What follows belongs to an exercise in optimizing a design on an open flow for small area, a short achievable clock period and few clock cycles; a production flow would make more cautious choices.
Where RTL was checked, it was by simulation tests only, not by an equivalence proof against the original.
For run 3, only the layout was checked, not whether the RTL still works.
Power and IR drop assume default switching activity.

==> flow/design.v (outline; a module is shown in full before it is edited, if it fits) <==
// module ftdfr_cpa: 376 lines
// module ftdfr_mac: 712 lines
// module force_torque_packet_deframer_core: 201 lines
module force_torque_packet_deframer_core (
  input  logic                     clk_i,
  input  logic                     rst_ni,
  input  logic                     in_valid_i,
  output logic                     in_stall_o,
  input  logic [BYTE_W-1:0]        rx_byte_i,
  output logic                     out_valid_o,
  input  logic                     out_stall_i,
  output logic signed [PROD_W-1:0] force_x_o,
  output logic signed [PROD_W-1:0] force_y_o,
  output logic signed [PROD_W-1:0] force_z_o,
  output logic signed [PROD_W-1:0] torque_x_o,
  output logic signed [PROD_W-1:0] torque_y_o,
  output logic signed [PROD_W-1:0] torque_z_o,
  output logic [SKIP_W-1:0]        skipped_bytes_o,
  input  logic                     cfg_valid_i,
  output logic                     cfg_ready_o,
  input  logic [CFG_IDX_W-1:0]     cfg_index_i,
  input  logic [GAIN_W-1:0]        cfg_data_i
);
  // ...
==> flow/flow/run.sh <==
#!/bin/bash
# The standard layout (the standard.sh), with these changes to how the
# layout is made, none to the design's registers or the constraints:
#  - after the standard synthesis, polarity.py re-polarises the full adders
#    (a full adder is self-dual) to drop most inverters between them; the
#    registers and all other cells stay as synthesis made them;
#  - the port buffers are buf_1 cells instead of the delay buffer that
#    buffer_ports picks on its own (every port still gets its own buffer);
set -euo pipefail
export BUFFER_PORTS_ARGS="-buffer_cell sky130_fd_sc_hd__buf_1"
export SETUP_SLACK_MARGIN=7.45
RES=orfs/results/${FLOW_PLATFORM}/force_torque_packet_deframer_core/base
bash standard.sh synth > flow_synth.log 2>&1
cp $RES/1_2_yosys.v flow_synth_netlist.v
python3 flow/polarity.py flow_synth_netlist.v $RES/1_2_yosys.v > flow_polarity.log 2>&1
rm -f $RES/1_synth.odb $RES/1_synth.sdc
bash standard.sh > flow_layout.log 2>&1
test -s out/final.def
==> flow/flow/polarity.py <==
#!/usr/bin/env python3
"""Re-polarise full adders in a Yosys gate netlist to remove inverters.

A full adder is self-dual: fa(~a, ~b, ~c) = (~sum, ~cout). For each fa cell we
may choose to feed it the complements of its inputs, in which case its outputs
carry the complements of what they carried. Inverters (inv_N) between cells are
dissolved into (signal, phase) pairs; after choosing each adder's polarity to
need as few complemented signals as possible, one inverter is rebuilt for each
signal that some pin needs in the phase its driver does not give. Registers and
every other cell are left exactly as they are.

usage: polarity.py IN.v OUT.v
"""
import re, sys, random, collections

src = open(sys.argv[1]).read()
OUTPINS = {"X", "Y", "Q", "Q_N", "COUT", "SUM", "HI", "LO", "GCLK"}
inst_re = re.compile(r"^  (sky130_fd_sc_hd__\w+) (\S+) +\((.*?)\n  \);\n", re.S | re.M)
pin_re = re.compile(r"\.(\w+)\((.*?)\)(?:,|\s*$)", re.M)

insts = []
for m in inst_re.finditer(src):
    typ, name, body = m.group(1), m.group(2), m.group(3)
    pins = [(p, n.strip()) for p, n in pin_re.findall(body)]
    insts.append([typ, name, pins, m.start(), m.end()])

ports = set()
for m in re.finditer(r"^\s*(input|output|inout)\s+(?:\[(\d+):(\d+)\]\s+)?(\S+);", src, re.M):
    _, hi, lo, nm = m.groups()
    if hi is None:
        ports.add(nm)
    else:
        for i in range(min(int(hi), int(lo)), max(int(hi), int(lo)) + 1):
            ports.add(f"{nm}[{i}]")

def is_inv(t):
    return re.fullmatch(r"sky130_fd_sc_hd__inv_\d+", t) is not None
def is_fa(t):
    return re.fullmatch(r"sky130_fd_sc_hd__fa_\d+", t) is not None

driver = {}
for idx, (typ, name, pins, _, _) in enumerate(insts):
    for p, n in pins:
        if p in OUTPINS:
            driver[n] = (idx, p)

# removable inverters: output is not a port
removable = set()
for idx, (typ, name, pins, _, _) in enumerate(insts):
    if is_inv(typ):
        d = dict(pins)
        if d["Y"] not in ports and not d["A"].startswith("1'"):
            removable.add(idx)

memo = {}
def root(n):
    if n in memo:
        return memo[n]
    d = driver.get(n)
    if d is not None and d[0] in removable:
        a = dict(insts[d[0]][2])["A"]
        r, ph = root(a)
        res = (r, ph ^ 1)
    else:
        res = (n, 0)
    memo[n] = res
    return res

fas = [i for i, it in enumerate(insts) if is_fa(it[0])]
frozen = set()
for i in fas:
    for p, n in insts[i][2]:
        if p in OUTPINS and n in ports:
            frozen.add(i)
pol = {i: 0 for i in fas}
root_drv_fa = {}
for i in fas:
    for p, n in insts[i][2]:
        if p in OUTPINS:
            root_drv_fa[n] = i

# consumer pins: (inst idx, pin, root, phase)
cons = []
for idx, (typ, name, pins, _, _) in enumerate(insts):
    if idx in removable:
        continue
    for p, n in pins:
        if p in OUTPINS or n.startswith("1'"):
            continue
        r, ph = root(n)
        cons.append((idx, p, r, ph))
# output ports are consumers too (phase 0 of their own net's root)
port_need = []
for n in ports:
    if n in driver and driver[n][0] in removable:
        pass  # kept inverter drives it (not removable), can't happen
need = collections.defaultdict(lambda: [0, 0])
by_fa_in = collections.defaultdict(list)
def need_phase(c):
    idx, p, r, ph = c
    return ph ^ pol[idx] if idx in pol else ph
for c in cons:
    need[c[2]][need_phase(c)] += 1
    if c[0] in pol:
        by_fa_in[c[0]].append(c)
def dpol(r):
    i = root_drv_fa.get(r)
    return pol[i] if i is not None else 0
def cost_r(r):
    return 1 if need[r][1 - dpol(r)] > 0 else 0
fa_out_roots = {i: [n for p, n in insts[i][2] if p in OUTPINS] for i in fas}
def flip(i):
    for c in by_fa_in[i]:
        need[c[2]][need_phase(c)] -= 1
    pol[i] ^= 1
    for c in by_fa_in[i]:
        need[c[2]][need_phase(c)] += 1
def local_roots(i):
    return set(c[2] for c in by_fa_in[i]) | set(fa_out_roots[i])
total = sum(cost_r(r) for r in list(need.keys()))
print("inverters before", len(removable), "needed at start", total, file=sys.stderr)
random.seed(1)
improved = True
rounds = 0
while improved and rounds < 100:
    improved = False
    rounds += 1
    order = [i for i in fas if i not in frozen]
    random.shuffle(order)
    for i in order:
        rs = local_roots(i)
        before = sum(cost_r(r) for r in rs)
        flip(i)
        after = sum(cost_r(r) for r in rs)
        if after < before:
            improved = True
        else:
            flip(i)
total = sum(cost_r(r) for r in list(need.keys()))
print("needed after", total, "flipped", sum(pol.values()), file=sys.stderr)

# rebuild
def esc(n):
    return n + " " if n.startswith("\\") else n
newinv = {}
new_wires = []
new_cells = []
cnt = 0
def phys(r, ph):
    global cnt
    if ph == dpol(r):
        return r
    if r not in newinv:
        w = f"_pol{cnt}_"
        cnt += 1
        newinv[r] = w
        new_wires.append(w)
        new_cells.append(f"  sky130_fd_sc_hd__inv_1 _polinv{cnt}_ (\n    .A({esc(r)}),\n    .Y({w})\n  );\n")
    return newinv[r]
repl = {}
for c in cons:
    idx, p, r, ph = c
    repl[(idx, p)] = phys(r, need_phase(c))
out = []
pos = 0
for idx, (typ, name, pins, s, e) in enumerate(insts):
    out.append(src[pos:s])
    pos = e
    if idx in removable:
        continue
    body = ",\n".join(f"    .{p}({esc(repl.get((idx, p), n))})" for p, n in pins)
    out.append(f"  {typ} {name} (\n{body}\n  );\n")
out.append(src[pos:])
res = "".join(out)
k = res.rindex("endmodule")
res = res[:k] + "".join(new_cells) + res[k:]
# declare new wires after the module header
k = res.index(";\n", res.index("module ")) + 2
res = res[:k] + "".join(f"  wire {w};\n" for w in new_wires) + res[k:]
open(sys.argv[2], "w").write(res)
print("inverters after", len(new_cells) + 0, file=sys.stderr)
==> flow/standard.sh <==
#!/bin/bash
# synth_recipe.tcl (not shown) runs the flow's synth.tcl, then flattens the netlist and writes it again
# the make line also repeats each setting of config.mk as NAME=value (left out here)
make -C /OpenROAD-flow-scripts/flow DESIGN_CONFIG=/design/flow/config.mk WORK_HOME=/design/flow/orfs CLKGATE_MAP_FILE= SYNTH_SCRIPT=/design/flow/synth_recipe.tcl "${@:-finish}"
==> flow/config.mk <==
export PLATFORM = sky130hd
export DESIGN_NAME = force_torque_packet_deframer_core
export DESIGN_NICKNAME = force_torque_packet_deframer_core
export VERILOG_FILES = /design/flow/design.v
export SDC_FILE = /design/flow/constraint.sdc
export NUM_CORES = 4
export LEC_CHECK = 0
export CAP_MARGIN = 20
export CORE_MARGIN = 2
export CORE_UTILIZATION = 40
export SLEW_MARGIN = 20
==> flow/constraint.sdc <==
create_clock -name core_clock -period 11.0 [get_ports {clk_i}]
set_input_delay 2.2000 -clock core_clock [delete_from_list [all_inputs] [get_ports {clk_i}]]
set_output_delay 2.2000 -clock core_clock [all_outputs]
set_load 0.01 [all_outputs]
==> key figures, run 1 <==
Hold path
  – Hold Crit Class: reg2reg
  – Hold Path Origin: skip_q[0]

Floorplan
  – Chip Width: 269 um
  – Starting Density: 0.402

Detailed routing
  – Per-cell routed wire length: 21.2 um
  – Residual DRC: 0
  – Met1 wire length: 32400 um

Timing
  – Clk_skew: 0.0516 ns
  – Final worst-path cycle share: 0.319
  – Setup TNS: 0 ns
  – Setup WS post-layout: 7.50 ns
  – Slew Limit Fails: 0

Final layout
  – Max FFs per register: 336
  – Seq_cells: 572
  – Reg area: 15500 um2
  – Buffers outside the clock class: 430
  – Final #Nets: 2704
  – Regs by FF count: res_q x336, acc_c_q x56, acc_s_q x56

Power
  – Peak VDD IR: 0.131 mV
  – Cell area power density: 171 nW/um2

Clock network
  – H-tree Lvls: 2
  – Worst-skew pair later-pin latency: 0.66 ns
  – Root Buffer: clkbuf_16

Worst setup path
  – Worst setup path startpoint: torque_q
  – CP Data Required Time: 11.49 ns
  – Reg2reg end: acc_c_q[9]

GRT
  – All-Layer GR Usage: 0.195
  – Grt met2 use: 0.303

Yosys
  – Synth Net Count: 2299
  – Yosys warnings: 2
  – Syn Area/Cell: 14.1 um2

Status
  – Status: timing/DRC/antenna clean
Testbench counts, summed over its fixed seeds: cycles 31,381.
==> run 2, diff against run 1 <==
--- a/flow/config.mk
+++ b/flow/config.mk
@@ -9,3 +9,5 @@
 export CORE_MARGIN = 2
 export CORE_UTILIZATION = 40
+export CTS_CLUSTER_DIAMETER = 100
+export CTS_CLUSTER_SIZE = 25
 export SLEW_MARGIN = 20
==> key figures, run 2 <==
Detailed routing
  – Initial drt markers: 1467 (was 1469)
  – Per-cell routed wire length: 21.2 um (about the same)
  – DR vias: 17200 (was 17500)
  – Vias/cell: 5.18 (was 5.15)
  – Post-DRT Antenna Nets: 0 (unchanged)
  – Drt first pass iters: 6 (unchanged)
  – Residual DRC: 0 (unchanged)
  – Final WL: 70500 um (was 72000 um)

Worst setup path
  – Cell mode on critical path: fa_1 (unchanged)
  – Crit-path max cell delay: 0.51 ns (was 0.56 ns)
  – CP Data Required Time: 11.51 ns (was 11.49 ns)
  – Worst path bufs/invs: 1 (was 3)
  – CP Class: reg2reg (unchanged)
  – CP top delay family: adder cells (unchanged)
  – Max FO, Critical Path: 32 (was 9)
  – CP Launch Type: flip-flop (unchanged)
  – Critical path arrival: 3.99 ns (about the same)
  – Slowest CP cell: fa_1 (unchanged)
  – Crit. End Element: flip-flop (unchanged)
  – CP cell instances: buf_12, mux2_2, a22oi_1, xnor2_1, fa_1, fa_1, fa_1, fa_1 (was buf_12, clkbuf_16, mux2_4, a22oi_2, xnor2_1, fa_1, inv_1, fa_1, fa_1, fa_1)

Timing
  – Final min period: 3.47 ns (was 3.50 ns)
  – Hold Fails Final Rpt: 0 (unchanged)
  – F_max: 0.288 GHz (was 0.285 GHz)
  – Unrepaired setup endpoints after global routing: yes (unchanged)
  – Final worst-path cycle share: 0.316 (was 0.319)
  – Slew @ Worst Pin: 0.899 ns (was 0.914 ns)
  – Clk_skew: 0.0358 ns (was 0.0516 ns)
  – Slew Limit Fails: 0 (unchanged)
  – Finish-stage setup viols: 0 (unchanged)
  – Setup TNS: 0 ns (unchanged)
  – Headroom to the max-slew limit: 0.399 (was 0.389)

GRT
  – All-Layer GR Usage: 0.190 (was 0.195)
  – Vias in the first global route: 17000 (was 17400)
  – First-pass GRT wire length: 105000 um (was 107000 um)
  – Gr ovfl total: 0 (unchanged)
  – Initial antenna violation count: 4 (unchanged)
  – Pin count of the biggest net entering global routing: 61 (unchanged)

Floorplan
  – Chip Width: 269 um (unchanged)
  – Core Rows: 97 (unchanged)
  – Num ports: 402 (unchanged)
  – Die Span Y: 269 um (unchanged)
  – Starting Density: 0.402 (unchanged)
  – Core outline area: 69700 um2 (unchanged)
  – Die area: 72100 um2 (unchanged)

Yosys
  – Synth Net Count: 2299 (unchanged)
  – Yosys warnings: 2 (unchanged)
  – Syn Area/Cell: 14.1 um2 (unchanged)
  – Syn Std Cell Area: 28000 um2 (unchanged)
  – Synthesized instance count: 1993 (unchanged)

Place
  – Post-placement cell area: 30600 um2 (unchanged)
  – GP Congestion: 0.876 (unchanged)
  – Post-DP HPWL: 52100 um (unchanged)
  – Buffers on Ports: 400 (unchanged)

Final layout
  – Syn-to-layout area delta: 13.4% (was 18.1%)
  – Antenna Cells: 0 (unchanged)
  – Fraction of layout cells with a size suffix above 1: 0.107 (was 0.134)
  – Final instance area: 31800 um2 (was 33100 um2)
  – Commonest non-fill, non-tap cell in the layout: buf_1 (unchanged)
  – Regs by FF count: res_q x336, acc_c_q x56, acc_s_q x56 (unchanged)
  – Max FFs per register: 336 (unchanged)
  – Reg with most FFs: res_q (unchanged)
  – Commonest non-fill, non-tap cells in the layout: buf_1 (399), edfxtp_1 (352), fa_1 (177) (was buf_1 (399), edfxtp_1 (352), fa_1 (173))
  – Final #Nets: 2669 (was 2704)

Clock network
  – Clock transition at path regs: 0.10 ns (was 0.06 ns)
  – CTS buffer count: 29 (was 60)
  – CTS tree: done (unchanged)
  – H-tree Lvls: 1 (was 2)
  – Root Buffer: clkbuf_16 (unchanged)
  – Worst-skew pair later-pin latency: 0.64 ns (was 0.66 ns)
  – Clock tree buffer depth: 3 (unchanged)
  – Hold_buf cts: 0 (unchanged)
  – Total clock sinks: 572 (unchanged)

Run
  – MaxCap Viol Count: 0 (unchanged)

Power
  – Cell area power density: 152 nW/um2 (was 171 nW/um2)
  – Peak VDD IR: 0.120 mV (was 0.131 mV)
  – Static leakage: 11.8 nW (was 12.4 nW)

Hold path
  – Hold Crit Class: reg2reg (unchanged)

Status
  – Status: timing/DRC/antenna clean (unchanged)
-- run 2: path summary, 6_finish.rpt --
kind	from	end	slack, ns	depth (start not counted)
min in group asynchronous	rst_ni	torque_gain_q[11]	1.55	1
max in group asynchronous	rst_ni	first_q	8.15	2
worst min-delay path	skip_q[0]	res_skip_q[0]	0.49	0
worst max register to register	torque_q	acc_c_q[19]	7.53	8
worst max-delay path	torque_q	acc_c_q[19]	7.53	8
worst min register to register	skip_q[0]	res_skip_q[0]	0.49	0
-- run 2: cell type report --
cell class | instances | area [um2]
flip-flops and latches | 572 | 15500
repair buffers | 426 | 1760
fillers | 6335 | 37900
multi-input cells | 1252 | 12100
inverters | 82 | 313
clock inverters | 11 | 136
clock buffers | 43 | 778
well taps | 940 | 1180
-- run 2: through the flow --
| step | utilization | worst slack [ns] | hold slack (ns) | power (mW) | std cells |
|---|---|---|---|---|---|
| finish | 0.456 | 7.53 | 0.487 | 4.82 | 3326 |
| global route | 0.456 | 7.42 | 0.512 | 5.07 | 3326 |
| CTS | 0.454 | 7.41 | 0.488 | 4.85 | 3326 |
| detailed placement | 0.439 | 6.62 | 0.464 | 3.62 | 3268 |
| global placement | 0.439 | 6.70 | 0.447 | 3.59 | 3268 |
| floorplan | - | 6.57 | 0.423 | 3.30 | 1993 |
-- run 2: metal layers --
layer	up-vias	GRT usage	part of all wire
li1	7809	-	-
met1	8805	0.277	0.46
met2	522	0.300	0.46
met3	70	0.0349	0.063
met4	8	0.0366	0.017
met5	-	0	0.00072
-- run 2: report_power, final --
part	internal, mW	switching (mW)	leakage (nW)
registers	2.57	0.144	5.34
logic	0.336	0.545	6.07
clock network	0.526	0.704	0.437
total	3.43	1.39	11.8
-- run 2: timing repair --
item                       in CTS  in global routing
gates resized for setup        13                 29
buffers inserted                4                  0
pin swaps                       1                  0
setup endpoints to repair     159                105
==> module force_torque_packet_deframer_core, before the edit <==
module force_torque_packet_deframer_core (
  input  logic                     clk_i,
  input  logic                     rst_ni,
  input  logic                     in_valid_i,
  output logic                     in_stall_o,
  input  logic [BYTE_W-1:0]        rx_byte_i,
  output logic                     out_valid_o,
  input  logic                     out_stall_i,
  output logic signed [PROD_W-1:0] force_x_o,
  output logic signed [PROD_W-1:0] force_y_o,
  output logic signed [PROD_W-1:0] force_z_o,
  output logic signed [PROD_W-1:0] torque_x_o,
  output logic signed [PROD_W-1:0] torque_y_o,
  output logic signed [PROD_W-1:0] torque_z_o,
  output logic [SKIP_W-1:0]        skipped_bytes_o,
  input  logic                     cfg_valid_i,
  output logic                     cfg_ready_o,
  input  logic [CFG_IDX_W-1:0]     cfg_index_i,
  input  logic [GAIN_W-1:0]        cfg_data_i
);
  localparam logic [1:0] PH_HUNT = 2'd0, PH_ZERO = 2'd1, PH_PACKET = 2'd2;
  logic [GAIN_W-1:0] force_gain_q, torque_gain_q;
  assign cfg_ready_o = 1'b1;
  always_ff @(posedge clk_i or negedge rst_ni) begin
    if (!rst_ni) begin
      force_gain_q  <= FORCE_GAIN_RST;
      torque_gain_q <= TORQUE_GAIN_RST;
    end else if (cfg_valid_i) begin
      if (cfg_index_i == CFG_FORCE_GAIN)  force_gain_q  <= cfg_data_i;
      if (cfg_index_i == CFG_TORQUE_GAIN) torque_gain_q <= cfg_data_i;
    end
  end
  logic              tk_q;
  logic              stall_q;
  logic              accept;
  logic              is00_q, is17_q;
  logic [3:0]        one_q, two_q, neg_q;
  logic              b7_q;
  logic [3:0]        one_d, two_d, neg_d;
  logic [8:0]        bx;
  assign in_stall_o = stall_q;
  assign accept     = in_valid_i && !stall_q;
  assign bx = {rx_byte_i, 1'b0};
  always_comb begin
    for (int i = 0; i < 4; i++) begin
      one_d[i] = bx[2*i+1] ^ bx[2*i];
      two_d[i] = (bx[2*i+2] && !bx[2*i+1] && !bx[2*i]) || (!bx[2*i+2] && bx[2*i+1] && bx[2*i]);
      neg_d[i] = bx[2*i+2];
    end
  end
  always_ff @(posedge clk_i) begin
    is00_q <= (rx_byte_i == SYNC_FIRST);
    is17_q <= (rx_byte_i == SYNC_SECOND);
  end
  logic [1:0]  phase_q, phase_d;
  logic [4:0]  pos_q, pos_d;           
  logic [SKIP_W-1:0] skip_q, skip_d;
  logic [1:0]  skip_inc;
  logic [SKIP_W:0] skip_sum;
  logic        pkt_end;
  logic        out_valid_q, out_valid_d;
  logic        stall_d;
  logic        step_q, first_q, torque_q;
  logic        infield_d, first_d;
  logic        is00, is17;
  assign is00 = is00_q;
  assign is17 = is17_q;
  always_comb begin
    phase_d  = phase_q;
    pos_d    = pos_q;
    skip_inc = 2'd0;
    pkt_end  = 1'b0;
    if (tk_q) begin
      case (phase_q)
        PH_PACKET: begin
          if (pos_q == 5'(PACKET_BYTES - 1)) begin
            pkt_end = 1'b1;
            phase_d = PH_HUNT;
          end
          pos_d = pos_q + 5'd1;
        end
        PH_ZERO: begin
          if (is17) begin
            phase_d = PH_PACKET;
            pos_d   = 5'd2;
          end else if (is00) begin
            skip_inc = 2'd1;
          end else begin
            skip_inc = 2'd2;
            phase_d  = PH_HUNT;
          end
        end
        default: begin
          if (is00) begin
            phase_d = PH_ZERO;
          end else begin
            skip_inc = 2'd1;
          end
        end
      endcase
    end
    skip_sum = {1'b0, skip_q} + (SKIP_W + 1)'(skip_inc);
    skip_d   = skip_sum[SKIP_W] ? '1 : skip_sum[SKIP_W-1:0];
    if (pkt_end) skip_d = '0;
    out_valid_d = pkt_end || (out_valid_q && out_stall_i);
    stall_d = out_valid_d && (phase_d == PH_PACKET) && (pos_d >= 5'(FIELD_FIRST + 1));
    infield_d = (phase_d == PH_PACKET) && (pos_d >= 5'd4) && (pos_d <= 5'd21);
    first_d   = (phase_d == PH_PACKET) &&
                (pos_d == 5'd4 || pos_d == 5'd7 || pos_d == 5'd10 ||
                 pos_d == 5'd13 || pos_d == 5'd16 || pos_d == 5'd19);
  end
  always_ff @(posedge clk_i or negedge rst_ni) begin
    if (!rst_ni) begin
      tk_q        <= 1'b0;
      stall_q     <= 1'b0;
      phase_q     <= PH_HUNT;
      pos_q       <= '0;
      skip_q      <= '0;
      out_valid_q <= 1'b0;
      step_q      <= 1'b0;
      first_q     <= 1'b0;
      torque_q    <= 1'b0;
    end else begin
      tk_q        <= accept;
      stall_q     <= stall_d;
      phase_q     <= phase_d;
      pos_q       <= pos_d;
      skip_q      <= skip_d;
      out_valid_q <= out_valid_d;
      step_q      <= accept && infield_d;
      first_q     <= accept && first_d;
      torque_q    <= (pos_d >= 5'd13);
    end
  end
  always_ff @(posedge clk_i) begin
    one_q <= (accept && infield_d) ? one_d : 4'd0;
    two_q <= (accept && infield_d) ? two_d : 4'd0;
    neg_q <= (accept && infield_d) ? neg_d : 4'd0;
    b7_q  <= accept && infield_d && !first_d && rx_byte_i[7];
  end
  localparam logic [PROD_W-1:0] ACC_INIT = 56'hFFFEAAAAAC0000;
  logic [PROD_W-1:0] acc_s_q, acc_c_q;
  logic [PROD_W-1:0] base_s, base_c;
  logic [PROD_W-1:0] mac_s, mac_c;
  logic [GAIN_W-1:0] gain;
  assign gain = torque_q ? torque_gain_q : force_gain_q;
  always_comb begin
    if (first_q) begin
      base_s = '0;
      base_c = ACC_INIT;
    end else if (step_q) begin
      base_s = {acc_s_q[PROD_W-9:0], 8'd0};
      base_c = {acc_c_q[PROD_W-9:0], 8'd0};
    end else begin
      base_s = acc_s_q;
      base_c = acc_c_q;
    end
  end
  ftdfr_mac u_mac (
    .bs_i  (base_s),
    .bc_i  (base_c),
    .one_i (one_q),
    .two_i (two_q),
    .neg_i (neg_q),
    .b7_i  (b7_q),
    .stp_i (step_q),
    .g_i   (gain),
    .s_o   (mac_s),
    .c_o   (mac_c)
  );
  always_ff @(posedge clk_i) begin
    acc_s_q <= mac_s;
    acc_c_q <= mac_c;
  end
  logic [PROD_W-1:0] prod;
  logic [PROD_W-1:0] res_q [FIELD_COUNT];
  logic [SKIP_W-1:0] res_skip_q;
  ftdfr_cpa u_cpa (
    .a_i   (acc_s_q),
    .b_i   (acc_c_q),
    .sum_o (prod)
  );
  always_ff @(posedge clk_i) begin
    for (int i = 0; i < FIELD_COUNT; i++) begin
      if (phase_q == PH_PACKET && pos_q == 5'(FIELD_FIRST + FIELD_BYTES * (i + 1))) begin
        res_q[i] <= prod;
      end
    end
    if (pkt_end) begin
      res_skip_q <= skip_q;
    end
  end
  assign out_valid_o     = out_valid_q;
  assign force_x_o       = res_q[0];
  assign force_y_o       = res_q[1];
  assign force_z_o       = res_q[2];
  assign torque_x_o      = res_q[3];
  assign torque_y_o      = res_q[4];
  assign torque_z_o      = res_q[5];
  assign skipped_bytes_o = res_skip_q;
endmodule
==> run 3, diff against run 2 <==
--- a/flow/design.v
+++ b/flow/design.v
@@ -1176,5 +1176,5 @@
   logic        out_valid_q, out_valid_d;
   logic        stall_d;
-  logic        step_q, first_q, torque_q;
+  logic        step_q, first_q, shift_q, hold_q, torque_q;
   logic        infield_d, first_d;
   logic        is00, is17;
@@ -1235,4 +1235,6 @@
       step_q      <= 1'b0;
       first_q     <= 1'b0;
+      shift_q     <= 1'b0;
+      hold_q      <= 1'b1;
       torque_q    <= 1'b0;
     end else begin
@@ -1245,4 +1247,6 @@
       step_q      <= accept && infield_d;
       first_q     <= accept && first_d;
+      shift_q     <= accept && infield_d && !first_d;
+      hold_q      <= !(accept && infield_d);
       torque_q    <= (pos_d >= 5'd13);
     end
@@ -1261,13 +1265,8 @@
   assign gain = torque_q ? torque_gain_q : force_gain_q;
   always_comb begin
-    if (first_q) begin
-      base_s = '0;
-      base_c = ACC_INIT;
-    end else if (step_q) begin
-      base_s = {acc_s_q[PROD_W-9:0], 8'd0};
-      base_c = {acc_c_q[PROD_W-9:0], 8'd0};
-    end else begin
-      base_s = acc_s_q;
-      base_c = acc_c_q;
+    for (int k = 0; k < PROD_W; k++) begin
+      base_s[k] = (hold_q && acc_s_q[k]) || (k >= 8 && shift_q && acc_s_q[k >= 8 ? k - 8 : 0]);
+      base_c[k] = (hold_q && acc_c_q[k]) || (k >= 8 && shift_q && acc_c_q[k >= 8 ? k - 8 : 0]) ||
+                  (first_q && ACC_INIT[k]);
     end
   end
--- a/flow/config.mk
+++ b/flow/config.mk
@@ -9,5 +9,3 @@
 export CORE_MARGIN = 2
 export CORE_UTILIZATION = 40
-export CTS_CLUSTER_DIAMETER = 100
-export CTS_CLUSTER_SIZE = 25
 export SLEW_MARGIN = 20
==> key figures, run 3 <==
Status
  – Status: timing/DRC/antenna clean (unchanged)

Worst setup path
  – Reg2reg start: torque_q (unchanged)
  – Max FO, Critical Path: 9 (was 32)
  – Reg2reg end: acc_c_q[9] (was acc_c_q[19])
  – FF-to-FF setup slack: 7.45 ns (was 7.53 ns)
  – Worst setup path startpoint: torque_q (unchanged)
  – CP cell instances: buf_12, buf_6, mux2_4, a22oi_1, xor2_1, fa_1, fa_1, inv_1, fa_1, fa_1 (was buf_12, mux2_2, a22oi_1, xnor2_1, fa_1, fa_1, fa_1, fa_1)
  – Worst path bufs/invs: 3 (was 1)
  – Crit. End Element: flip-flop (unchanged)
  – CP Class: reg2reg (unchanged)
  – Critical path arrival: 4.03 ns (was 3.99 ns)
  – CP top delay family: adder cells (unchanged)
  – CP Launch Type: flip-flop (unchanged)
  – Crit-path max cell delay: 0.47 ns (was 0.51 ns)
  – Worst R2R Path Depth: 10 (was 8)
  – Slowest CP cell: fa_1 (unchanged)
  – CP Data Required Time: 11.49 ns (was 11.51 ns)
  – Cell mode on critical path: fa_1 (unchanged)

Clock network
  – CTS buffer count: 60 (was 29)
  – Root Buffer: clkbuf_16 (unchanged)
  – Worst-skew pair later-pin latency: 0.66 ns (was 0.64 ns)
  – CTS tree: done (unchanged)
  – Total clock sinks: 574 (was 572)
  – Clock tree buffer depth: 3 (unchanged)
  – Hold_buf cts: 0 (unchanged)
  – Clock transition at path regs: 0.06 ns (was 0.10 ns)
  – H-tree Lvls: 2 (was 1)

Hold path
  – Hold Crit Class: reg2reg (unchanged)
  – Worst hold stages: 1 (was 0)
  – WHS Endpoint: tk_q (was res_skip_q[0])
  – Hold Path Origin: stall_q (was skip_q[0])

Floorplan
  – Num ports: 402 (unchanged)
  – Starting Density: 0.402 (about the same)
  – Die Span Y: 266 um (was 269 um)
  – Chip Width: 266 um (was 269 um)
  – Core Rows: 96 (was 97)
  – Die area: 70800 um2 (was 72100 um2)
  – Core outline area: 68300 um2 (was 69700 um2)

Timing
  – Slew @ Worst Pin: 1.04 ns (was 0.899 ns)
  – Finish-stage setup viols: 0 (unchanged)
  – Headroom to the max-slew limit: 0.309 (was 0.399)
  – Setup WS post-layout: 7.45 ns (was 7.53 ns)
  – Slew Limit Fails: 0 (unchanged)
  – Final min period: 3.55 ns (was 3.47 ns)
  – F_max: 0.282 GHz (was 0.288 GHz)
  – Clk_skew: 0.0640 ns (was 0.0358 ns)
  – Setup TNS: 0 ns (unchanged)
  – Unrepaired setup endpoints after global routing: yes (unchanged)
  – Final worst-path cycle share: 0.323 (was 0.316)
  – Hold Fails Final Rpt: 0 (unchanged)

Power
  – Internal power: 3.57 mW (was 3.43 mW)
  – Static leakage: 13.5 nW (was 11.8 nW)
  – Seq pwr share: 0.514 (was 0.562)
  – Switching power: 1.04 mW (was 1.39 mW)
  – Sw Ratio: 0.225 (was 0.289)
  – Combinational power share: 0.046 (was 0.183)
  – Cell area power density: 142 nW/um2 (was 152 nW/um2)
  – Peak VDD IR: 0.135 mV (was 0.120 mV)
  – Clock network power share: 0.439 (was 0.255)

Detailed routing
  – DR vias: 17300 (was 17200)
  – Per-cell routed wire length: 22.7 um (was 21.2 um)
  – Residual DRC: 0 (unchanged)
  – Initial drt markers: 1572 (was 1467)
  – Final WL: 73100 um (was 70500 um)
  – Vias/cell: 5.37 (was 5.18)
  – Drt first pass iters: 5 (was 6)
  – Post-DRT Antenna Nets: 0 (unchanged)

GRT
  – Pin count of the biggest net entering global routing: 102 (was 61)
  – First-pass GRT wire length: 108000 um (was 105000 um)
  – Gr ovfl total: 0 (unchanged)
  – Initial antenna violation count: 0 (was 4)
  – All-Layer GR Usage: 0.200 (was 0.190)
  – Vias in the first global route: 17300 (was 17000)

Yosys
  – Synthesized instance count: 1888 (was 1993)
  – Synth Net Count: 2194 (was 2299)
  – Syn Area/Cell: 14.6 um2 (was 14.1 um2)
  – Yosys warnings: 2 (unchanged)
  – Syn Std Cell Area: 27500 um2 (was 28000 um2)

Final layout
  – Syn-to-layout area delta: 17.9% (was 13.4%)
  – Commonest non-fill, non-tap cell in the layout: buf_1 (unchanged)
  – Max FFs per register: 336 (unchanged)
  – Antenna Cells: 0 (unchanged)
  – Regs by FF count: res_q x336, acc_c_q x56, acc_s_q x56 (unchanged)
  – Commonest non-fill, non-tap cells in the layout: buf_1 (399), edfxtp_1 (352), fa_1 (170) (was buf_1 (399), edfxtp_1 (352), fa_1 (177))
  – Reg with most FFs: res_q (unchanged)
  – Final #Nets: 2601 (was 2669)
  – Fraction of layout cells with a size suffix above 1: 0.132 (was 0.107)

Place
  – Buffers on Ports: 400 (unchanged)
  – GP Congestion: 0.894 (was 0.876)
  – Post-DP HPWL: 51800 um (was 52100 um)
  – Pre-CTS setup slack: 7.20 ns (was 6.62 ns)

Run
  – MaxCap Viol Count: 0 (unchanged)
run 3: how the worst max path moves through the flow:
| stage | end | slack [ns] | depth (start not counted) |
|---|---|---|---|
| floorplan | res_q[3][0] | 6.57 | 4 |
| CTS | res_q[4][31] | 7.39 | 12 |
| detailed placement | one_q[0] | 7.20 | 6 |
| global placement | one_q[0] | 7.21 | 6 |
| finish | acc_c_q[9] | 7.45 | 10 |
| global route | acc_c_q[9] | 7.39 | 10 |
run 3: through the flow:
| step | cells | area, um2 | util | hold WS [ns] | power (mW) |
|---|---|---|---|---|---|
| 2_1_floorplan | 1888 | 27500 | - | 0.431 | 2.53 |
| 3_3_place_gp | 3108 | 30000 | 0.439 | 0.440 | 2.60 |
| 3_5_place_dp | 3108 | 30000 | 0.439 | 0.440 | 2.61 |
| 4_1_cts | 3219 | 32100 | 0.470 | 0.456 | 4.64 |
| 5_1_grt | 3226 | 32400 | 0.474 | 0.466 | 4.78 |
| 6_report | 3226 | 32400 | 0.474 | 0.446 | 4.60 |
run 3: area by class of cell:
type | count | area (um2)
sequential | 574 | 15500
multi-input combinational | 1158 | 11800
inverter | 72 | 272
fill | 6006 | 35900
clock buffer | 74 | 1620
clock inverter | 37 | 363
tap | 882 | 1100
timing repair buffer | 429 | 1780
run 3: metal layers:
metal  track usage  up-vias  wire length [um]
li1              -     7712                 -
met1         0.272     8888             31300
met2         0.327      620             35300
met3        0.0397      119              4760
met4        0.0551        0              1800
met5             0        -                 0
run 3: repair_timing:
item	CTS	global route
setup endpoints to repair	89	163
gates cloned	0	4
buffers inserted	0	3
pin swaps	0	4
gates resized for setup	13	51
run 3: power by group through the flow:
stage          sequential (mW)  clock, mW  combinational (mW)
2_1_floorplan             2.40          0               0.133
3_3_place_gp              2.41          0               0.193
3_5_place_dp              2.41          0               0.198
4_1_cts                   2.36       2.08               0.201
5_1_grt                   2.37       2.17               0.232
6_report                  2.37       2.02               0.213
==> run 4, diff against run 3 <==
--- a/flow/design.v
+++ b/flow/design.v
@@ -1176,5 +1176,5 @@
   logic        out_valid_q, out_valid_d;
   logic        stall_d;
-  logic        step_q, first_q, shift_q, hold_q, torque_q;
+  logic        step_q, first_q, shift_q, hold_q;
   logic        infield_d, first_d;
   logic        is00, is17;
@@ -1237,5 +1237,4 @@
       shift_q     <= 1'b0;
       hold_q      <= 1'b1;
-      torque_q    <= 1'b0;
     end else begin
       tk_q        <= accept;
@@ -1249,8 +1248,10 @@
       shift_q     <= accept && infield_d && !first_d;
       hold_q      <= !(accept && infield_d);
-      torque_q    <= (pos_d >= 5'd13);
     end
   end
   always_ff @(posedge clk_i) begin
+    gain_q <= (pos_d >= 5'd13) ? torque_gain_q : force_gain_q;
+  end
+  always_ff @(posedge clk_i) begin
     one_q <= (accept && infield_d) ? one_d : 4'd0;
     two_q <= (accept && infield_d) ? two_d : 4'd0;
@@ -1262,6 +1263,5 @@
   logic [PROD_W-1:0] base_s, base_c;
   logic [PROD_W-1:0] mac_s, mac_c;
-  logic [GAIN_W-1:0] gain;
-  assign gain = torque_q ? torque_gain_q : force_gain_q;
+  logic [GAIN_W-1:0] gain_q;
   always_comb begin
     for (int k = 0; k < PROD_W; k++) begin
@@ -1279,5 +1279,5 @@
     .b7_i  (b7_q),
     .stp_i (step_q),
-    .g_i   (gain),
+    .g_i   (gain_q),
     .s_o   (mac_s),
     .c_o   (mac_c)
--- a/flow/config.mk
+++ b/flow/config.mk
@@ -9,3 +9,5 @@
 export CORE_MARGIN = 2
 export CORE_UTILIZATION = 40
+export CTS_CLUSTER_DIAMETER = 100
+export CTS_CLUSTER_SIZE = 25
 export SLEW_MARGIN = 20
==> key figures, run 4 <==
Final layout
  – Regs by FF count: res_q x336, acc_c_q x56, acc_s_q x56 (unchanged)
  – Reg with most FFs: res_q (unchanged)
  – Commonest non-fill, non-tap cell in the layout: buf_1 (unchanged)
  – Filler instances: 6300 (was 6006)
  – Final #Nets: 2612 (was 2601)
  – Syn-to-layout area delta: 12.9% (was 17.9%)
  – Fraction of layout cells with a size suffix above 1: 0.101 (was 0.132)
  – Max FFs per register: 336 (unchanged)
  – Antenna Cells: 0 (unchanged)
  – Commonest non-fill, non-tap cells in the layout: buf_1 (399), edfxtp_1 (352), fa_1 (180) (was buf_1 (399), edfxtp_1 (352), fa_1 (170))

Status
  – Status: timing/DRC/antenna clean (unchanged)

Worst setup path
  – Reg2reg start: acc_s_q[5] (was torque_q)
  – Slowest CP cell: edfxtp_1 (was fa_1)
  – Max FO, Critical Path: 1 (was 9)
  – FF-to-FF setup slack: 7.59 ns (was 7.45 ns)
  – CP Class: reg2out (was reg2reg)
  – Crit. End Element: output pin (was flip-flop)
  – CP top delay family: flip-flops (was adder cells)
  – Critical path arrival: 1.24 ns (was 4.03 ns)
  – Reg2reg end: res_q[5][53] (was acc_c_q[9])
  – CP Launch Type: flip-flop (unchanged)
  – Worst path bufs/invs: 1 (was 3)
  – Crit-path max cell delay: 0.44 ns (was 0.47 ns)
  – CP Data Required Time: 8.80 ns (was 11.49 ns)
  – CP cell instances: buf_1 (was buf_12, buf_6, mux2_4, a22oi_1, xor2_1, fa_1, fa_1, inv_1, fa_1, fa_1)
  – Worst R2R Path Depth: 10 (unchanged)

Clock network
  – Worst-skew pair later-pin latency: 0.64 ns (was 0.66 ns)
  – CTS tree: done (unchanged)
  – Total clock sinks: 605 (was 574)
  – Root Buffer: clkbuf_16 (unchanged)
  – Hold_buf cts: 0 (unchanged)
  – Clock tree buffer depth: 3 (unchanged)
  – H-tree Lvls: 1 (was 2)
  – CTS buffer count: 31 (was 60)
  – Clock transition at path regs: 0.10 ns (was 0.06 ns)

Run
  – MaxCap Viol Count: 0 (unchanged)

Detailed routing
  – Drt first pass iters: 8 (was 5)
  – DR vias: 17300 (about the same)
  – Initial drt markers: 1240 (was 1572)
  – Residual DRC: 0 (unchanged)
  – Per-cell routed wire length: 22.3 um (was 22.7 um)
  – Post-DRT Antenna Nets: 0 (unchanged)
  – Final WL: 73000 um (was 73100 um)
  – Vias/cell: 5.30 (was 5.37)

Timing
  – Final min period: 3.44 ns (was 3.55 ns)
  – F_max: 0.291 GHz (was 0.282 GHz)
  – Final worst-path cycle share: 0.313 (was 0.323)
  – Finish-stage setup viols: 0 (unchanged)
  – Slew Limit Fails: 0 (unchanged)
  – Clk_skew: 0.0310 ns (was 0.0640 ns)
  – Setup TNS: 0 ns (unchanged)
  – Headroom to the max-slew limit: 0.288 (was 0.309)
  – Hold Fails Final Rpt: 0 (unchanged)
  – Slew @ Worst Pin: 1.07 ns (was 1.04 ns)
  – Unrepaired setup endpoints after global routing: yes (unchanged)

Floorplan
  – Chip Width: 270 um (was 266 um)
  – Core outline area: 69900 um2 (was 68300 um2)
  – Starting Density: 0.403 (was 0.402)
  – Num ports: 402 (unchanged)
  – Core Rows: 97 (was 96)
  – Die Span Y: 270 um (was 266 um)
  – Die area: 72700 um2 (was 70800 um2)

GRT
  – Gr ovfl total: 0 (unchanged)
  – First-pass GRT wire length: 111000 um (was 108000 um)
  – All-Layer GR Usage: 0.196 (was 0.200)
  – Vias in the first global route: 17800 (was 17300)
  – Initial antenna violation count: 4 (was 0)
  – Pin count of the biggest net entering global routing: 103 (was 102)

Hold path
  – WHS Endpoint: res_skip_q[5] (was tk_q)
  – Hold Crit Class: reg2reg (unchanged)
  – Worst hold stages: 0 (was 1)
  – Hold Path Origin: skip_q[5] (was stall_q)

Power
  – Static leakage: 11.4 nW (was 13.5 nW)
  – Cell area power density: 126 nW/um2 (was 142 nW/um2)
  – Pwr Total: 4.01 mW (was 4.60 mW)
  – Peak VDD IR: 0.116 mV (was 0.135 mV)

Yosys
  – Syn Area/Cell: 14.4 um2 (was 14.6 um2)
  – Synth Net Count: 2259 (was 2194)
  – Synthesized instance count: 1953 (was 1888)
  – Yosys warnings: 2 (unchanged)
  – Syn Std Cell Area: 28200 um2 (was 27500 um2)

Place
  – GP Congestion: 0.863 (was 0.894)
  – Buffers on Ports: 400 (unchanged)
  – Post-DP HPWL: 52500 um (was 51800 um)
## run 4: changes by cell type in the layout (fill, tap and decap cells not counted), moves of 10 or more
cell / change
nand2_1: +10
mux2_2: +16
xor2_1: +11
fa_2: -10
clkbuf_1: +10
dfxtp_1: +36
clkinv_2: -11
clkinv_1: -10
fa_1: +10
a21o_1: -10
mux2_4: -18
clkbuf_16: -31
## run 4: metrics by stage
| stage | hold slack [ns] | cells | util | instance area, um2 | worst slack [ns] |
|---|---|---|---|---|---|
| after global placement | 0.467 | 3208 | 0.440 | 30700 | 7.43 |
| after CTS | 0.504 | 3265 | 0.454 | 31700 | 7.47 |
| after global routing | 0.513 | 3270 | 0.455 | 31800 | 7.42 |
| after detailed placement | 0.480 | 3208 | 0.440 | 30700 | 7.38 |
| final | 0.493 | 3270 | 0.455 | 31800 | 7.56 |
| after floorplan | 0.431 | 1953 | - | 28200 | 7.21 |
## run 4: worst max-delay path by stage
stage / from / slack [ns] / to / cells past startpoint
finish: res_q[5][18] / 7.56 / torque_z_o[18] / 1
global route: acc_s_q[0] / 7.42 / res_q[5][53] / 12
CTS: neg_q[2] / 7.47 / acc_c_q[37] / 8
detailed placement: in_valid_i / 7.38 / b7_q / 7
global placement: in_valid_i / 7.43 / b7_q / 7
floorplan: phase_q[0] / 7.21 / res_q[5][0] / 5
## run 4: layer usage
metal  vias to the layer above  GRT usage  wire (um)
met5                         -          0         13
met4                         2     0.0596       2310
met3                        93     0.0264       4050
met2                       580      0.337      36300
met1                      8931      0.259      30400
li1                       7729          -          -
## run 4: final cells by class
cell class,count,area [um2],area share
Tap cell,940,1180,0.0369
Clock buffer,49,843,0.0265
Sequential cell,605,16100,0.507
Inverter,71,274,0.00861
Timing Repair Buffer,435,1780,0.0558
Multi-Input combinational cell,1162,11500,0.362
Clock inverter,8,114,0.00358
## run 4: repair_timing
| item | 4_1_cts | 5_1_grt |
|---|---|---|
| setup endpoints to repair | 29 | 77 |
| endpoints found under the hold margin | 0 | 0 |
| buffers inserted | 0 | 5 |
| cloned | 0 | 0 |
| pin swaps | 0 | 3 |
| gates resized for setup | 4 | 14 |
## run 4: power by group
group          switching (mW)  leakage, nW  internal [mW]  total, mW
logic                  0.0517         6.05         0.0763      0.128
clock network           0.752        0.455          0.552       1.30
registers               0.114         4.87           2.46       2.58
total                   0.917         11.4           3.09       4.01
Testbench counts of run 4, summed over its fixed seeds: cycles 31,381.
==> run 5, diff against run 4 <==
--- a/flow/flow/run.sh
+++ b/flow/flow/run.sh
@@ -9,5 +9,5 @@
 set -euo pipefail
 export BUFFER_PORTS_ARGS="-buffer_cell sky130_fd_sc_hd__buf_1"
-export SETUP_SLACK_MARGIN=7.45
+export SETUP_SLACK_MARGIN=7.62
 RES=orfs/results/${FLOW_PLATFORM}/force_torque_packet_deframer_core/base
 bash standard.sh synth > flow_synth.log 2>&1
--- a/flow/config.mk
+++ b/flow/config.mk
@@ -8,5 +8,5 @@
 export CAP_MARGIN = 20
 export CORE_MARGIN = 2
-export CORE_UTILIZATION = 40
+export CORE_UTILIZATION = 65
 export CTS_CLUSTER_DIAMETER = 100
 export CTS_CLUSTER_SIZE = 25
==> key figures, run 5 <==
Status
  – Status: timing/DRC/antenna clean (unchanged)

Floorplan
  – Starting Density: 0.656 (was 0.403)
  – Chip Width: 212 um (was 270 um)
  – Die Span Y: 212 um (was 270 um)
  – Num ports: 402 (unchanged)
  – Core Rows: 76 (was 97)
  – Die area: 45100 um2 (was 72700 um2)
  – Core outline area: 43000 um2 (was 69900 um2)

Clock network
  – H-tree Lvls: 1 (unchanged)
  – Clock tree buffer depth: 3 (unchanged)
  – Total clock sinks: 605 (unchanged)
  – Clock transition at path regs: 0.10 ns (about the same)
  – Hold_buf cts: 0 (unchanged)
  – CTS buffer count: 28 (was 31)
  – Root Buffer: clkbuf_16 (unchanged)
  – CTS tree: done (unchanged)
  – Worst-skew pair later-pin latency: 0.61 ns (was 0.64 ns)

Final layout
  – Reg area: 16100 um2 (about the same)
  – Antenna Cells: 0 (unchanged)
  – Reg with most FFs: res_q (unchanged)
  – Syn-to-layout area delta: 11.5% (was 12.9%)
  – Commonest non-fill, non-tap cell in the layout: buf_1 (unchanged)
  – Fraction of layout cells with a size suffix above 1: 0.115 (was 0.101)
  – Multi-input combinational cell area: 11600 um2 (was 11500 um2)
  – Commonest non-fill, non-tap cells in the layout: buf_1 (380), edfxtp_1 (352), fa_1 (179) (was buf_1 (399), edfxtp_1 (352), fa_1 (180))
  – Layout Utilization: 0.732 (was 0.455)
  – Max FFs per register: 336 (unchanged)
  – Final #Nets: 2613 (was 2612)
  – Filler instances: 2877 (was 6300)
  – Regs by FF count: res_q x336, acc_c_q x56, acc_s_q x56 (unchanged)
  – Final instance area: 31500 um2 (was 31800 um2)

Place
  – Pre-CTS setup slack: 7.25 ns (was 7.38 ns)
  – Buffers on Ports: 400 (unchanged)
  – Post-placement cell area: 30300 um2 (was 30700 um2)
  – Post-DP HPWL: 46900 um (was 52500 um)
  – GP Congestion: 0.931 (was 0.863)

GRT
  – First-pass GRT wire length: 99500 um (was 111000 um)
  – All-Layer GR Usage: 0.291 (was 0.196)
  – Initial antenna violation count: 0 (was 4)
  – Vias in the first global route: 16700 (was 17800)
  – Pin count of the biggest net entering global routing: 97 (was 103)
  – Gr ovfl total: 0 (unchanged)

Hold path
  – Hold Crit Class: reg2reg (unchanged)
  – Worst hold stages: 1 (was 0)

Detailed routing
  – Final WL: 66600 um (was 73000 um)
  – Vias/cell: 5.94 (was 5.30)
  – Residual DRC: 0 (unchanged)
  – Post-DRT Antenna Nets: 0 (unchanged)
  – Initial drt markers: 1771 (was 1240)
  – DR vias: 17300 (about the same)
  – Drt first pass iters: 6 (was 8)
  – Per-cell routed wire length: 22.8 um (was 22.3 um)

Yosys
  – Syn Area/Cell: 14.4 um2 (unchanged)
  – Yosys warnings: 2 (unchanged)
  – Syn Std Cell Area: 28200 um2 (unchanged)
  – Synth Net Count: 2259 (unchanged)
  – Synthesized instance count: 1953 (unchanged)

Timing
  – Clk_skew: 0.0308 ns (was 0.0310 ns)
  – Final worst-path cycle share: 0.308 (was 0.313)
  – Setup TNS: 0 ns (unchanged)
  – Unrepaired setup endpoints after global routing: yes (unchanged)
  – Slew Limit Fails: 0 (unchanged)
  – Finish-stage setup viols: 0 (unchanged)
  – Hold Fails Final Rpt: 0 (unchanged)
  – Setup WS post-layout: 7.61 ns (was 7.56 ns)
  – Final min period: 3.39 ns (was 3.44 ns)
  – Slew @ Worst Pin: 0.997 ns (was 1.07 ns)
  – Headroom to the max-slew limit: 0.335 (was 0.288)
  – F_max: 0.295 GHz (was 0.291 GHz)

Worst setup path
  – Crit. End Element: output pin (unchanged)
  – Worst path bufs/invs: 1 (unchanged)
  – CP Data Required Time: 8.80 ns (about the same)
  – CP cell instances: buf_2 (was buf_1)
  – FF-to-FF setup slack: 7.69 ns (was 7.59 ns)
  – CP top delay family: flip-flops (unchanged)
  – WP depth: 1 (unchanged)
  – Critical path arrival: 1.19 ns (was 1.24 ns)
  – Slowest CP cell: dfrtp_1 (was edfxtp_1)
  – CP Class: reg2out (unchanged)
  – Worst R2R Path Depth: 10 (unchanged)
  – Crit-path max cell delay: 0.43 ns (was 0.44 ns)
  – CP Launch Type: flip-flop (unchanged)
  – Max FO, Critical Path: 2 (was 1)

Power
  – Cell area power density: 123 nW/um2 (was 126 nW/um2)
  – Static leakage: 11.4 nW (about the same)
  – Peak VDD IR: 0.151 mV (was 0.116 mV)

Run
  – MaxCap Viol Count: 0 (unchanged)
-- run 5: power by group --
group	leakage (nW)	switching (mW)	internal [mW]
clock network	0.393	0.665	0.504
registers	4.87	0.106	2.46
logic	6.15	0.0545	0.0779
-- run 5: repair_timing --
item | in CTS | in global routing
endpoints found under the setup margin | 179 | 164
buffers inserted | 8 | 4
hold endpoints to repair | 0 | 0
cloned | 0 | 1
pin swaps | 3 | 4
resized for setup | 25 | 45
-- run 5: layout make-up --
type / count / share of cell area
clock inverters: 1 / 0.000636
repair buffers: 438 / 0.0595
multi-input cells: 1163 / 0.369
clock buffers: 51 / 0.0257
flip-flops and latches: 605 / 0.513
inverters: 71 / 0.00875
well taps: 585 / 0.0233
-- run 5: per-stage QoR --
stage | total power [mW] | cells | hold WS, ns
2_1_floorplan | 2.68 | 1953 | 0.431
5_1_grt | 3.99 | 2914 | 0.509
4_1_cts | 3.89 | 2909 | 0.484
6_report | 3.87 | 2914 | 0.480
3_3_place_gp | 2.74 | 2849 | 0.461
3_5_place_dp | 2.75 | 2849 | 0.464
-- run 5: final timing paths --
path,from,to
max in group asynchronous,rst_ni,skip_q[13]
setup reg to reg,acc_s_q[14],res_q[4][42]
hold / removal,torque_gain_q[31],gain_q[31]
hold reg to reg,torque_gain_q[31],gain_q[31]
setup / recovery,stall_q,in_stall_o
min in group asynchronous,rst_ni,torque_gain_q[0]
-- run 5: routing by layer --
metal | global-route usage | vias to the layer above | routed length (um)
li1 | - | 7736 | -
met1 | 0.413 | 8757 | 27800
met2 | 0.483 | 738 | 32400
met3 | 0.0411 | 89 | 4930
met4 | 0.0733 | 0 | 1460
met5 | 0 | - | 0
==> run 6, diff against run 5 <==
--- a/flow/flow/run.sh
+++ b/flow/flow/run.sh
@@ -9,5 +9,5 @@
 set -euo pipefail
 export BUFFER_PORTS_ARGS="-buffer_cell sky130_fd_sc_hd__buf_1"
-export SETUP_SLACK_MARGIN=7.62
+export SETUP_SLACK_MARGIN=7.72
 RES=orfs/results/${FLOW_PLATFORM}/force_torque_packet_deframer_core/base
 bash standard.sh synth > flow_synth.log 2>&1
==> key figures, run 6 <==
Status
  – Status: timing/DRC/antenna clean (unchanged)

Timing
  – Finish-stage setup viols: 0 (unchanged)
  – Setup WS post-layout: 7.62 ns (was 7.61 ns)
  – Setup TNS: 0 ns (unchanged)
  – Slew @ Worst Pin: 0.915 ns (was 0.997 ns)
  – Hold Fails Final Rpt: 0 (unchanged)
  – Clk_skew: 0.0315 ns (was 0.0308 ns)
  – Final min period: 3.38 ns (was 3.39 ns)
  – Headroom to the max-slew limit: 0.390 (was 0.335)
  – F_max: 0.296 GHz (was 0.295 GHz)
  – Hold Slack: 0.448 ns (was 0.480 ns)
  – Final worst-path cycle share: 0.307 (was 0.308)
  – Slew Limit Fails: 0 (unchanged)
  – Unrepaired setup endpoints after global routing: yes (unchanged)

Worst setup path
  – Max FO, Critical Path: 1 (was 2)
  – CP cell instances: clkbuf_2 (was buf_2)
  – Worst R2R Path Depth: 11 (was 10)
  – Critical path arrival: 1.18 ns (was 1.19 ns)
  – CP top delay family: flip-flops (unchanged)
  – Worst setup path startpoint: res_q[0][14] (was stall_q)
  – FF-to-FF setup slack: 7.79 ns (was 7.69 ns)
  – Crit-path max cell delay: 0.42 ns (was 0.43 ns)
  – Crit. End Element: output pin (unchanged)
  – Worst path bufs/invs: 1 (unchanged)
  – Reg2reg end: res_q[5][55] (was res_q[4][42])
  – Reg2reg start: acc_c_q[27] (was acc_s_q[14])
  – CP Data Required Time: 8.80 ns (about the same)
  – CP Class: reg2out (unchanged)
  – CP Launch Type: flip-flop (unchanged)
  – Slowest CP cell: edfxtp_1 (was dfrtp_1)
  – WP depth: 1 (unchanged)
  – Crit path to: force_x_o[14] (was in_stall_o)

Final layout
  – Layout Cells excl Fill: 2916 (was 2914)
  – Regs by FF count: res_q x336, acc_c_q x56, acc_s_q x56 (unchanged)
  – Fraction of layout cells with a size suffix above 1: 0.260 (was 0.115)
  – Max FFs per register: 336 (unchanged)
  – Antenna Cells: 0 (unchanged)
  – Reg with most FFs: res_q (unchanged)
  – Commonest non-fill, non-tap cells in the layout: edfxtp_1 (352), clkbuf_2 (248), fa_1 (179) (was buf_1 (380), edfxtp_1 (352), fa_1 (179))
  – Syn-to-layout area delta: 13.7% (was 11.5%)
  – Layout Utilization: 0.746 (was 0.732)
  – Final #Nets: 2615 (was 2613)
  – Commonest non-fill, non-tap cell in the layout: edfxtp_1 (was buf_1)
  – Filler instances: 2832 (was 2877)

Clock network
  – CTS buffer count: 28 (unchanged)
  – Clock tree buffer depth: 3 (unchanged)
  – Root Buffer: clkbuf_16 (unchanged)
  – Worst-skew pair later-pin latency: 0.62 ns (was 0.61 ns)
  – H-tree Lvls: 1 (unchanged)
  – Hold_buf cts: 0 (unchanged)
  – Total clock sinks: 605 (unchanged)
  – CTS tree: done (unchanged)
  – Clock transition at path regs: 0.10 ns (about the same)

Hold path
  – Hold Crit Class: reg2reg (unchanged)

GRT
  – Gr ovfl total: 0 (unchanged)
  – First-pass GRT wire length: 102000 um (was 99500 um)
  – All-Layer GR Usage: 0.300 (was 0.291)
  – Pin count of the biggest net entering global routing: 104 (was 97)
  – Initial antenna violation count: 0 (unchanged)
  – Vias in the first global route: 17300 (was 16700)

Yosys
  – Syn Area/Cell: 14.4 um2 (unchanged)
  – Synth Net Count: 2259 (unchanged)
  – Yosys warnings: 2 (unchanged)
  – Syn Std Cell Area: 28200 um2 (unchanged)
  – Synthesized instance count: 1953 (unchanged)

Floorplan
  – Die Span Y: 212 um (unchanged)
  – Core Rows: 76 (unchanged)
  – Chip Width: 212 um (unchanged)
  – Starting Density: 0.656 (unchanged)
  – Core outline area: 43000 um2 (unchanged)
  – Die area: 45100 um2 (unchanged)
  – Num ports: 402 (unchanged)

Detailed routing
  – Residual DRC: 0 (unchanged)
  – Wire length on met3: 5820 um (was 4930 um)
  – Met1 wire length: 27400 um (was 27800 um)
  – Per-cell routed wire length: 23.5 um (was 22.8 um)
  – Vias/cell: 6.05 (was 5.94)
  – Post-DRT Antenna Nets: 0 (unchanged)
  – Drt first pass iters: 6 (unchanged)
  – Final WL: 68500 um (was 66600 um)
  – Initial drt markers: 1534 (was 1771)
  – DR vias: 17600 (was 17300)
  – Highest Signal Layer: met4 (unchanged)
  – Met2 WL: 33100 um (was 32400 um)

Power
  – Static leakage: 12.1 nW (was 11.4 nW)
  – Peak VDD IR: 0.163 mV (was 0.151 mV)
  – Cell area power density: 121 nW/um2 (was 123 nW/um2)

Place
  – Buffers on Ports: 400 (unchanged)
  – Pre-CTS setup slack: 7.39 ns (was 7.25 ns)
  – Placed cells: 2849 (unchanged)
  – GP Congestion: 0.955 (was 0.931)
  – Post-DP HPWL: 47800 um (was 46900 um)

Run
  – MaxCap Viol Count: 0 (unchanged)
-- run 6: worst min path at each step --
| stage | startpoint | to | slack, ns | depth (start not counted) |
|---|---|---|---|---|
| 5_1_grt | stall_q | tk_q | 0.47 | 1 |
| 4_1_cts | stall_q | tk_q | 0.46 | 1 |
| 2_1_floorplan | skip_q[0] | res_skip_q[0] | 0.43 | 0 |
| 6_report | stall_q | tk_q | 0.45 | 1 |
| 3_3_place_gp | skip_q[0] | res_skip_q[0] | 0.45 | 0 |
| 3_5_place_dp | stall_q | tk_q | 0.44 | 1 |
-- run 6: what timing repair did --
| action | CTS | global route |
|---|---|---|
| setup endpoints to repair | 541 | 513 |
| pin swaps | 7 | 10 |
| cloned | 1 | 0 |
| setup buffers | 5 | 9 |
| gates resized for setup | 120 | 304 |
-- run 6: routing by layer --
layer  track usage  vias up
li1              -     7743
met4         0.102        0
met1         0.408     8936
met3        0.0622      126
met2         0.490      831
met5             0        -
-- run 6: layout make-up --
cell class              instances  area [um2]  share of cell area
clock buffers                  51         808              0.0252
clock inverters                 1        20.0            0.000624
inverters                      71         275             0.00859
multi-input cells            1163       11800               0.368
flip-flops and latches        605       16100               0.504
well taps                     585         732              0.0228
repair buffers                440        2290              0.0715
-- run 6: where the power goes --
part / total [mW] / internal (mW) / switching [mW] / leakage (nW)
clock network: 1.18 / 0.504 / 0.676 / 0.393
logic: 0.133 / 0.0790 / 0.0537 / 6.87
registers: 2.58 / 2.46 / 0.115 / 4.88
total: 3.89 / 3.05 / 0.846 / 12.1
-- run 6: per-stage QoR --
step | area (um2) | power, mW
2_1_floorplan | 28200 | 2.68
3_3_place_gp | 30300 | 2.75
3_5_place_dp | 30300 | 2.75
4_1_cts | 31400 | 3.90
5_1_grt | 32100 | 4.01
6_report | 32100 | 3.89
==> run 7, diff against run 6 <==
--- a/flow/flow/run.sh
+++ b/flow/flow/run.sh
@@ -9,5 +9,5 @@
 set -euo pipefail
 export BUFFER_PORTS_ARGS="-buffer_cell sky130_fd_sc_hd__buf_1"
-export SETUP_SLACK_MARGIN=7.72
+export SETUP_SLACK_MARGIN=7.55
 RES=orfs/results/${FLOW_PLATFORM}/force_torque_packet_deframer_core/base
 bash standard.sh synth > flow_synth.log 2>&1
--- a/flow/config.mk
+++ b/flow/config.mk
@@ -8,5 +8,5 @@
 export CAP_MARGIN = 20
 export CORE_MARGIN = 2
-export CORE_UTILIZATION = 65
+export CORE_UTILIZATION = 60
 export CTS_CLUSTER_DIAMETER = 100
 export CTS_CLUSTER_SIZE = 25
==> key figures, run 7 <==
Detailed routing
  – Initial drt markers: 1461 (was 1534)
  – DR vias: 17400 (was 17600)
  – Post-DRT Antenna Nets: 0 (unchanged)
  – Residual DRC: 0 (unchanged)
  – Per-cell routed wire length: 23.6 um (was 23.5 um)
  – Final WL: 69200 um (was 68500 um)
  – Vias/cell: 5.96 (was 6.05)
  – Drt first pass iters: 7 (was 6)

Final layout
  – Regs by FF count: res_q x336, acc_c_q x56, acc_s_q x56 (unchanged)
  – Layout Cells excl Fill: 2929 (was 2916)
  – Layout Utilization: 0.674 (was 0.746)
  – Fraction of layout cells with a size suffix above 1: 0.0995 (was 0.260)
  – Max FFs per register: 336 (unchanged)
  – Reg with most FFs: res_q (unchanged)
  – Filler instances: 3425 (was 2832)
  – Multi-input combinational cell area: 11600 um2 (was 11800 um2)
  – Commonest non-fill, non-tap cell in the layout: buf_1 (was edfxtp_1)
  – Final instance area: 31300 um2 (was 32100 um2)
  – Syn-to-layout area delta: 11.0% (was 13.7%)
  – Reg area: 16100 um2 (about the same)
  – Antenna Cells: 0 (unchanged)
  – Final #Nets: 2606 (was 2615)
  – Commonest non-fill, non-tap cells in the layout: buf_1 (399), edfxtp_1 (352), fa_1 (180) (was edfxtp_1 (352), clkbuf_2 (248), fa_1 (179))

Timing
  – Slew @ Worst Pin: 1.01 ns (was 0.915 ns)
  – Final min period: 3.38 ns (about the same)
  – Clk_skew: 0.0446 ns (was 0.0315 ns)
  – Final worst-path cycle share: 0.307 (about the same)
  – Hold Fails Final Rpt: 0 (unchanged)
  – Slew Limit Fails: 0 (unchanged)
  – F_max: 0.296 GHz (about the same)
  – Finish-stage setup viols: 0 (unchanged)
  – Unrepaired setup endpoints after global routing: yes (unchanged)
  – Headroom to the max-slew limit: 0.328 (was 0.390)
  – Setup TNS: 0 ns (unchanged)

Floorplan
  – Die area: 48800 um2 (was 45100 um2)
  – Core outline area: 46500 um2 (was 43000 um2)
  – Core Rows: 79 (was 76)
  – Chip Width: 221 um (was 212 um)
  – Starting Density: 0.607 (was 0.656)
  – Die Span Y: 221 um (was 212 um)
  – Num ports: 402 (unchanged)

Hold path
  – Hold Crit Class: reg2reg (unchanged)
  – Worst hold stages: 0 (was 1)
  – Hold Path Origin: skip_q[0] (was stall_q)
  – WHS Endpoint: res_skip_q[0] (was tk_q)

Clock network
  – Total clock sinks: 605 (unchanged)
  – Root Buffer: clkbuf_16 (unchanged)
  – Clock tree buffer depth: 3 (unchanged)
  – CTS buffer count: 28 (unchanged)
  – H-tree Lvls: 1 (unchanged)
  – Worst-skew pair later-pin latency: 0.62 ns (about the same)
  – Clock transition at path regs: 0.11 ns (was 0.10 ns)
  – CTS tree: done (unchanged)

Power
  – Peak VDD IR: 0.138 mV (was 0.163 mV)
  – Pwr Total: 3.89 mW (about the same)
  – Static leakage: 11.3 nW (was 12.1 nW)
  – Cell area power density: 124 nW/um2 (was 121 nW/um2)

Worst setup path
  – CP Launch Type: flip-flop (unchanged)
  – Slowest CP cell: dfxtp_1 (was edfxtp_1)
  – Worst R2R Path Depth: 10 (was 11)
  – Max FO, Critical Path: 6 (was 1)
  – FF-to-FF setup slack: 7.62 ns (was 7.79 ns)
  – Reg2reg end: res_q[2][46] (was res_q[5][55])
  – CP Class: reg2reg (was reg2out)
  – CP cell instances: ha_1, a21oi_1, o21ai_1, a221oi_1, o21ai_2, o31ai_4, o21ai_2, a221o_1, a21oi_1, xnor2_2 (was clkbuf_2)
  – Crit-path max cell delay: 0.55 ns (was 0.42 ns)
  – Crit. End Element: flip-flop (was output pin)
  – CP Data Required Time: 11.33 ns (was 8.80 ns)
  – Reg2reg start: acc_s_q[17] (was acc_c_q[27])
  – Critical path arrival: 3.71 ns (was 1.18 ns)

Place
  – Buffers on Ports: 400 (unchanged)
  – Placed cells: 2872 (was 2849)
  – GP Congestion: 0.913 (was 0.955)
  – Post-placement cell area: 30300 um2 (about the same)
  – Post-DP HPWL: 48500 um (was 47800 um)

Yosys
  – Yosys warnings: 2 (unchanged)
  – Synth Net Count: 2259 (unchanged)
  – Syn Std Cell Area: 28200 um2 (unchanged)
  – Synthesized instance count: 1953 (unchanged)
  – Syn Area/Cell: 14.4 um2 (unchanged)

Status
  – Status: timing/DRC/antenna clean (unchanged)

GRT
  – All-Layer GR Usage: 0.280 (was 0.300)
  – Vias in the first global route: 17300 (about the same)
  – First-pass GRT wire length: 106000 um (was 102000 um)
  – Gr ovfl total: 0 (unchanged)
  – Initial antenna violation count: 0 (unchanged)
  – Pin count of the biggest net entering global routing: 98 (was 104)

Run
  – MaxCap Viol Count: 0 (unchanged)
## run 7: cell count changes in the layout (fill, tap and decap cells not counted), sizes merged
cell | previous run | this run
clkbuf | 301 | 52
buf | 190 | 431
clkinvlp | 2 | 1
inv | 69 | 70
or3 | 6 | 5
## run 7: timing repair
item,4_1_cts,5_1_grt
hold endpoints to repair,0,0
gates resized for setup,6,25
setup buffers,0,5
hold buffers,0,0
cloned,0,0
pin swaps,0,3
setup endpoints to repair,72,138
## run 7: worst max-delay path, delay by kind of cell, from the launching register on
kind                     cells  cell delay, ns
adder cells (fa/ha/maj)      1            0.35
flip-flops                   1            0.55
XOR/XNOR                     1            0.14
AO/OA/AOI/OAI                8            2.04
## run 7: layout make-up
class	instances	area share
multi-input combinational	1162	0.369
clock buffer	51	0.0258
inverter	71	0.00867
sequential	605	0.515
clock inverter	1	0.000639
tap	607	0.0242
timing repair buffer	432	0.0564
## run 7: through the flow
stage               hold WS [ns]  worst slack [ns]
floorplan                  0.431              7.21
global placement           0.456              7.41
detailed placement         0.450              7.36
CTS                        0.467              7.52
global route               0.480              7.46
finish                     0.470              7.62
## run 7: how the worst max path moves through the flow
stage / start / to / slack [ns] / depth (start not counted)
5_1_grt: acc_s_q[0] / res_q[3][46] / 7.46 / 12
3_3_place_gp: hold_q / acc_c_q[37] / 7.41 / 8
3_5_place_dp: hold_q / acc_c_q[37] / 7.36 / 8
6_report: acc_s_q[17] / res_q[2][46] / 7.62 / 10
2_1_floorplan: phase_q[0] / res_q[5][0] / 7.21 / 5
4_1_cts: neg_q[2] / acc_c_q[37] / 7.52 / 8
## run 7: metal layers
| layer | part of all wire | vias to the layer above | GRT usage |
|---|---|---|---|
| met5 | 0 | - | 0 |
| met4 | 0.021 | 0 | 0.0595 |
| met3 | 0.067 | 93 | 0.0351 |
| met2 | 0.49 | 756 | 0.464 |
| met1 | 0.42 | 8879 | 0.404 |
| li1 | - | 7720 | - |
## run 7: power by group
part	leakage, nW	switching, mW	internal [mW]
registers	4.87	0.109	2.46
clock network	0.393	0.675	0.505
logic	6.08	0.0555	0.0766

==> static timing again, ports no longer ideal <==
No port has a modelled driver above. Below, the same layouts with a new extraction and two added sets of constraints.
Step 1, drivers: a clkbuf_16 drives clk_i and a buf_2 each remaining input, both assumed.
Step 2 times the ports against the registers' clock, not the clock port: input delays grow and output delays shrink by t, the midpoint of the rising clock arrivals with the driver on.
Slacks: no drivers / after step 1 / after step 2; pairs: no drivers / after step 1.
| run | t, ns | setup WS [ns] | hold WS [ns] | worst register clock-pin slew, ns | worst data-port slew with drivers (ns) |
|---|---|---|---|---|---|
| run 1 | 0.694 | 7.496 / 7.496 / 7.496 | 0.473 / 0.473 / 0.473 | 0.07 / 0.07 | 0.08 |
| run 2 | 0.680 | 7.526 / 7.526 / 7.492 | 0.487 / 0.487 / 0.487 | 0.11 / 0.11 | 0.08 |
| run 3 | 0.694 | 7.452 / 7.452 / 7.452 | 0.446 / 0.446 / 0.446 | 0.07 / 0.07 | 0.06 |
| run 4 | 0.685 | 7.559 / 7.497 / 7.399 | 0.493 / 0.493 / 0.493 | 0.10 / 0.10 | 0.11 |
| run 5 | 0.652 | 7.611 / 7.553 / 7.408 | 0.480 / 0.480 / 0.480 | 0.11 / 0.11 | 0.06 |
| run 6 | 0.653 | 7.625 / 7.566 / 7.518 | 0.448 / 0.448 / 0.448 | 0.11 / 0.11 | 0.07 |
| run 7 | 0.653 | 7.618 / 7.566 / 7.382 | 0.470 / 0.470 / 0.470 | 0.11 / 0.11 | 0.06 |
After both steps every run listed still meets setup and hold. For run 7, which loses most, drivers alone change the setup slack by -0.052 ns; drivers and shift together by -0.236 ns.
